Background: an optimization exercise with open tools, aiming at small area and a short achievable clock period. Do not read the settings as production practice. Only simulation tests tie the RTL to the original design; equivalence was not proved. Power and IR drop assume default switching activity.

==> flow/design.v <==
`default_nettype none
package mem_pkg;
  localparam int XLEN   = 64;
  localparam int STRB_W = XLEN / 8;
endpackage
`default_nettype wire
`timescale 1ns/1ps
`default_nettype none
module cmp_tree #(
  parameter int N = 32,
  parameter int M = 32     
) (
  input  logic [N-1:0] a,
  input  logic [N-1:0] b,
  output logic         lt,
  output logic         eq
);
  function automatic logic [1:0] fold(input logic [N-1:0] x, input logic [N-1:0] y);
    logic [M-1:0] l, e;
    l = '0;
    e = '1;
    for (int i = 0; i < N; i++) begin
      l[i] = !x[i] && y[i];
      e[i] = !(x[i] ^ y[i]);
    end
    for (int w = M / 2; w >= 1; w = w / 2) begin
      for (int j = 0; j < w; j++) begin
        l[j] = l[2*j+1] || (e[2*j+1] && l[2*j]);
        e[j] = e[2*j+1] && e[2*j];
      end
    end
    fold = {l[0], e[0]};
  endfunction
  assign {lt, eq} = fold(a, b);
endmodule
module pmp_checker (
  input  logic [63:0] addr,
  input  logic        is_write,
  input  logic [7:0]  pmpcfg0,
  input  logic [63:0] pmpaddr0,
  input  logic [1:0]  priv_mode,
  output logic        access_fault
);
  logic hi8_zero, hi10_zero;
  logic tor_lt, na4_eq, napot_eq;
  logic match, perm_ok;
  assign hi8_zero  = ~|addr[63:56];
  assign hi10_zero = hi8_zero & ~|addr[55:54];
  assign napot_eq  = addr[53:12] == pmpaddr0[53:12];
  cmp_tree #(.N(54), .M(64)) u_cmp (
    .a  (addr[55:2]),
    .b  (pmpaddr0[53:0]),
    .lt (tor_lt),
    .eq (na4_eq)
  );
  always_comb begin
    case (pmpcfg0[4:3])
      2'd1:    match = hi8_zero & tor_lt;
      2'd2:    match = hi8_zero & na4_eq;
      2'd3:    match = hi10_zero & napot_eq;
      default: match = 1'b0;
    endcase
  end
  assign perm_ok      = is_write ? pmpcfg0[1] : pmpcfg0[0];
  assign access_fault = match ? !perm_ok : (priv_mode != 2'd3);
endmodule
`default_nettype wire
`timescale 1ns/1ps
`default_nettype none
module lane_align (
  input  logic [7:0]  sel,       
  input  logic [1:0]  size,
  input  logic        unsigned_load,
  input  logic [63:0] rdata,
  output logic [63:0] shifted,
  output logic        sign
);
  always_comb begin
    shifted = '0;
    for (int j = 0; j < 8; j++) begin
      for (int k = 0; j + k < 8; k++) begin
        shifted[8*j +: 8] = shifted[8*j +: 8] | ({8{sel[k]}} & rdata[8*(j+k) +: 8]);
      end
    end
  end
  always_comb begin
    case (size)
      2'd0:    sign = shifted[7];
      2'd1:    sign = shifted[15];
      default: sign = shifted[31];
    endcase
    sign = sign & !unsigned_load;
  end
endmodule
`default_nettype wire
`timescale 1ns/1ps
`default_nettype none
module amo_alu (
  input  logic [31:0] a,
  input  logic [31:0] b,
  output logic [31:0] sum,
  output logic        lt_s,
  output logic        lt_u
);
  logic [31:0] p, g, gg;
  logic        lt31, eq31;
  assign p = a ^ b;
  assign g = a & b;
  function automatic logic [31:0] prefix_g(input logic [31:0] gi, input logic [31:0] pi);
    logic [31:0] gx, px;
    gx = gi;
    px = pi;
    for (int k = 0; k < 5; k++) begin
      for (int i = 0; i < 32; i++) begin
        if (i & (1 << k)) begin
          gx[i] = gx[i] | (px[i] & gx[((i >> k) << k) - 1]);
          px[i] = px[i] & px[((i >> k) << k) - 1];
        end
      end
    end
    prefix_g = gx;
  endfunction
  assign gg  = prefix_g(g, p);
  assign sum = p ^ {gg[30:0], 1'b0};
  cmp_tree #(.N(31), .M(32)) u_cmp (
    .a  (a[30:0]),
    .b  (b[30:0]),
    .lt (lt31),
    .eq (eq31)
  );
  assign lt_u = (a[31] ^ b[31]) ? b[31] : lt31;
  assign lt_s = (a[31] ^ b[31]) ? a[31] : lt31;
endmodule
`default_nettype wire
`timescale 1ns/1ps
`default_nettype none
module mem_stage (
  input  logic        clk,
  input  logic        reset,
  input  logic        start,
  input  logic        is_load,
  input  logic        is_store,
  input  logic        is_amo,
  input  logic        unsigned_load,
  input  logic [1:0]  size,
  input  logic [3:0]  amo_op,
  input  logic [63:0] addr,
  input  logic [63:0] wdata,
  input  logic [63:0] pmpaddr0,
  input  logic [7:0]  pmpcfg0,
  input  logic [1:0]  priv_mode,
  output logic        done,
  output logic        fault,
  output logic [63:0] result,
  output logic        dbus_valid,
  output logic [63:0] dbus_addr,
  output logic [63:0] dbus_wdata,
  output logic [7:0]  dbus_strobe,
  output logic [1:0]  dbus_size,
  input  logic        dbus_data_ok,
  input  logic [63:0] dbus_rdata
);
  localparam logic [3:0] PASS_LO = 4'b1100;
  localparam logic [3:0] PASS_HI = 4'b1010;
  localparam logic [3:0] F_XOR   = 4'b0110;
  localparam logic [3:0] F_AND   = 4'b1000;
  localparam logic [3:0] F_OR    = 4'b1110;
  logic        valid_q;     
  logic        done_q;
  logic        fault_q;
  logic        wr_q;        
  logic        amo_q;
  logic        ra_q;        
  logic        uns_q;
  logic [1:0]  size_q;
  logic [3:0]  op_q;
  logic [63:0] addr_q;
  logic [63:0] data_q;
  logic [3:0]  fn_lo_q, fn_hi_q;
  logic        sign_q;      
  logic [7:0]  osel_q;      
  logic [7:0]  strb_q;      
  logic        res_addr_q;  
  logic [2:0]  ext_q;       
  logic        idle, accept, is_mem, access_fault, last, cap;
  logic [1:0]  size_in;
  logic [63:0] store_data;
  logic [63:0] shifted;
  logic        sign;
  logic [7:0]  from_data;       
  logic [31:0] sum;
  logic        lt_s, lt_u;
  logic [3:0]  fn_amo;
  logic [7:0]  size_mask;
  assign idle    = !valid_q && !done_q;
  assign accept  = start && idle;
  assign is_mem  = is_load || is_store || is_amo;
  assign size_in = is_amo ? 2'd2 : size;
  assign last    = !amo_q || wr_q;
  assign cap     = valid_q && dbus_data_ok && !wr_q;    
  pmp_checker u_pmp (
    .addr         (addr),
    .is_write     (is_store || is_amo),
    .pmpcfg0      (pmpcfg0),
    .pmpaddr0     (pmpaddr0),
    .priv_mode    (priv_mode),
    .access_fault (access_fault)
  );
  always_ff @(posedge clk or posedge reset) begin
    if (reset) begin
      valid_q <= 1'b0;
      done_q  <= 1'b0;
      fault_q <= 1'b0;
    end else begin
      valid_q <= accept ? (is_mem && !access_fault)
                        : (valid_q && !(dbus_data_ok && last));
      done_q  <= accept ? (!is_mem || access_fault)
                        : (valid_q && dbus_data_ok && last);
      fault_q <= accept && is_mem && access_fault;
    end
  end
  always_comb begin
    case (size_in)
      2'd0:    store_data = {8{wdata[7:0]}};
      2'd1:    store_data = {4{wdata[15:0]}};
      2'd2:    store_data = {2{wdata[31:0]}};
      default: store_data = wdata;
    endcase
  end
  lane_align u_lane (
    .sel           (osel_q),
    .size          (size_q),
    .unsigned_load (uns_q),
    .rdata         (dbus_rdata),
    .shifted       (shifted),
    .sign          (sign)
  );
  amo_alu u_amo (
    .a    (shifted[31:0]),
    .b    (data_q[63:32]),
    .sum  (sum),
    .lt_s (lt_s),
    .lt_u (lt_u)
  );
  always_comb begin
    case (op_q)
      4'd0, 4'd1: fn_amo = PASS_HI;    
      4'd2:       fn_amo = F_XOR;
      4'd3:       fn_amo = F_AND;
      4'd4:       fn_amo = F_OR;
      4'd5:       fn_amo = lt_s ? PASS_LO : PASS_HI;
      4'd6:       fn_amo = lt_s ? PASS_HI : PASS_LO;
      4'd7:       fn_amo = lt_u ? PASS_LO : PASS_HI;
      4'd8:       fn_amo = lt_u ? PASS_HI : PASS_LO;
      default:    fn_amo = PASS_LO;    
    endcase
  end
  always_ff @(posedge clk) begin
    if (idle) begin
      wr_q    <= 1'b0;
      amo_q   <= is_amo;
      ra_q    <= !is_amo && (is_store || !is_load);
      uns_q   <= !is_amo && unsigned_load;
      size_q  <= size_in;
      op_q    <= amo_op;
      addr_q  <= addr;
      for (int k = 0; k < 8; k++) osel_q[k] <= (addr[2:0] == 3'(k));
      strb_q  <= size_mask << addr[2:0];
      res_addr_q <= (!is_amo && (is_store || !is_load)) || access_fault;
      ext_q   <= {size_in != 2'd3, !size_in[1], size_in == 2'd0};
      fn_lo_q <= PASS_LO;
      fn_hi_q <= PASS_HI;
    end else if (cap && amo_q) begin
      wr_q    <= 1'b1;
      fn_lo_q <= fn_amo;
      fn_hi_q <= fn_amo;
    end
    if (cap) sign_q <= sign;
    if (idle) data_q[31:0] <= store_data[31:0];
    else if (cap) data_q[31:0] <= shifted[31:0];
    if (idle) data_q[63:32] <= store_data[63:32];
    else if (cap && !amo_q) data_q[63:32] <= shifted[63:32];
    else if (cap && op_q == 4'd1) data_q[63:32] <= sum;
  end
  always_comb begin
    for (int i = 0; i < 32; i++) begin
      dbus_wdata[i]    = fn_lo_q[{data_q[i], data_q[32+i]}];
      dbus_wdata[32+i] = fn_hi_q[{data_q[i], data_q[32+i]}];
    end
  end
  assign done        = done_q;
  assign fault       = fault_q;
  assign dbus_valid  = valid_q;
  assign dbus_addr   = addr_q;
  assign dbus_size   = size_q;
  always_comb begin
    case (size_in)
      2'd0:    size_mask = 8'h01;
      2'd1:    size_mask = 8'h03;
      2'd2:    size_mask = 8'h0f;
      default: size_mask = 8'hff;
    endcase
  end
  assign dbus_strobe = (ra_q || wr_q) ? strb_q : 8'd0;
  assign from_data = {{4{!ext_q[2]}}, {2{!ext_q[1]}}, !ext_q[0], 1'b1};
  always_comb begin
    for (int k = 0; k < 8; k++) begin
      if (res_addr_q)       result[8*k +: 8] = addr_q[8*k +: 8];
      else if (from_data[k])    result[8*k +: 8] = data_q[8*k +: 8];
      else                  result[8*k +: 8] = {8{sign_q}};
    end
  end
endmodule
`default_nettype wire
Settings: LEC_CHECK=0, ABC_AREA=1, CAP_MARGIN=20, CORE_MARGIN=2, CORE_UTILIZATION=40, PLACE_DENSITY=0.6, SETUP_SLACK_MARGIN=4, SLEW_MARGIN=20; clock period 8.0 ns.
standard.sh (not shown) runs the stock make flow with config.mk's settings and CLKGATE_MAP_FILE= SYNTH_SCRIPT=/design/flow/synth_recipe.tcl, a recipe that flattens the netlist after the stock synthesis.
==> flow/flow/run.sh <==
#!/bin/bash
# The standard layout (standard.sh: the ORFS flow with the standard flow's synthesis script), run with
# two settings changed through the environment:
#  - the port buffers that global placement inserts are buf_1 cells (buffer_ports otherwise
#    picks the slow clkdlybuf4s50_1); every port still gets its buffer;
#  - no full/half-adder cell extraction in synthesis (ADDER_MAP_FILE empty), so ABC maps the
#    adders and compare trees as plain logic. Registers and their names are unchanged.
# The make output goes to make_finish.log; each ORFS step keeps its own log under orfs/logs.
set -euo pipefail
export BUFFER_PORTS_ARGS="-buffer_cell sky130_fd_sc_hd__buf_1"
export ADDER_MAP_FILE=
bash standard.sh > make_finish.log 2>&1
Change:
==> flow/flow/run.sh (replaced) <==
#!/bin/bash
# The standard layout (standard.sh: the ORFS flow with the standard flow's synthesis script), run with
# a few settings changed through the environment:
#  - the port buffers that global placement inserts are buf_1 cells (buffer_ports otherwise
#    picks the slow clkdlybuf4s50_1); every port still gets its buffer;
#  - no full/half-adder cell extraction in synthesis (ADDER_MAP_FILE empty), so ABC maps the
#    adders and compare trees as plain logic. Registers and their names are unchanged;
#  - clock tree synthesis without dummy loads, with clkbuf_8 buffers (a small tree suffices
#    for about 150 flip-flops).
# The make output goes to make_finish.log; each ORFS step keeps its own log under orfs/logs.
set -euo pipefail
export BUFFER_PORTS_ARGS="-buffer_cell sky130_fd_sc_hd__buf_1"
export ADDER_MAP_FILE=
export CTS_ARGS="-sink_clustering_enable -repair_clock_nets -dont_use_dummy_load -buf_list sky130_fd_sc_hd__clkbuf_8"
bash standard.sh > make_finish.log 2>&1
Settings changed: SETUP_SLACK_MARGIN 4 to 5.
Result: Synthesized cell count stays the same. Worst setup slack gets better by 0.43 ns. Cell area is higher by 33%. Final cell count is higher by 7.4%.
Change:
Settings changed: SETUP_SLACK_MARGIN 5 to 4.5.
=> Core utilization decreases by 12 points; non-clock buffer count decreases by 198; global-route usage decreases by 4.2 points; power decreases by about a fifth; synthesized area stays the same; die area stays the same; wire length decreases by roughly a tenth.

[port drivers added, routing unchanged]
The results above use ideal ports. As a check the final layouts listed here were re-extracted and re-timed, cells and wires unchanged.
Step 1 assumes that a clkbuf_16 drives the clock port and a buf_2 every other input.
Step 2 moves the port delays by t, midway between the first and last clock arrival at a register: inputs arrive t later, outputs are due t later. That takes back most of the time a late clock gives input paths.
a / b / c = ideal / step 1 / step 2; a / b = the first two.
| run | t, ns | setup slack, ns | hold WS [ns] |
|---|---|---|---|
| the first run | 0.518 | 3.988 / 3.931 / 3.552 | 0.511 / 0.511 / 0.511 |
| the second run | 0.621 | 4.415 / 4.358 / 3.940 | 0.570 / 0.570 / 0.570 |
| the third run | 0.539 | 4.468 / 4.418 / 4.024 | 0.553 / 0.553 / 0.553 |
After both steps setup and hold are still met in every run listed. The setup slack of the second run, which loses most, moves by -0.057 ns with the drivers and by -0.475 ns with both steps.
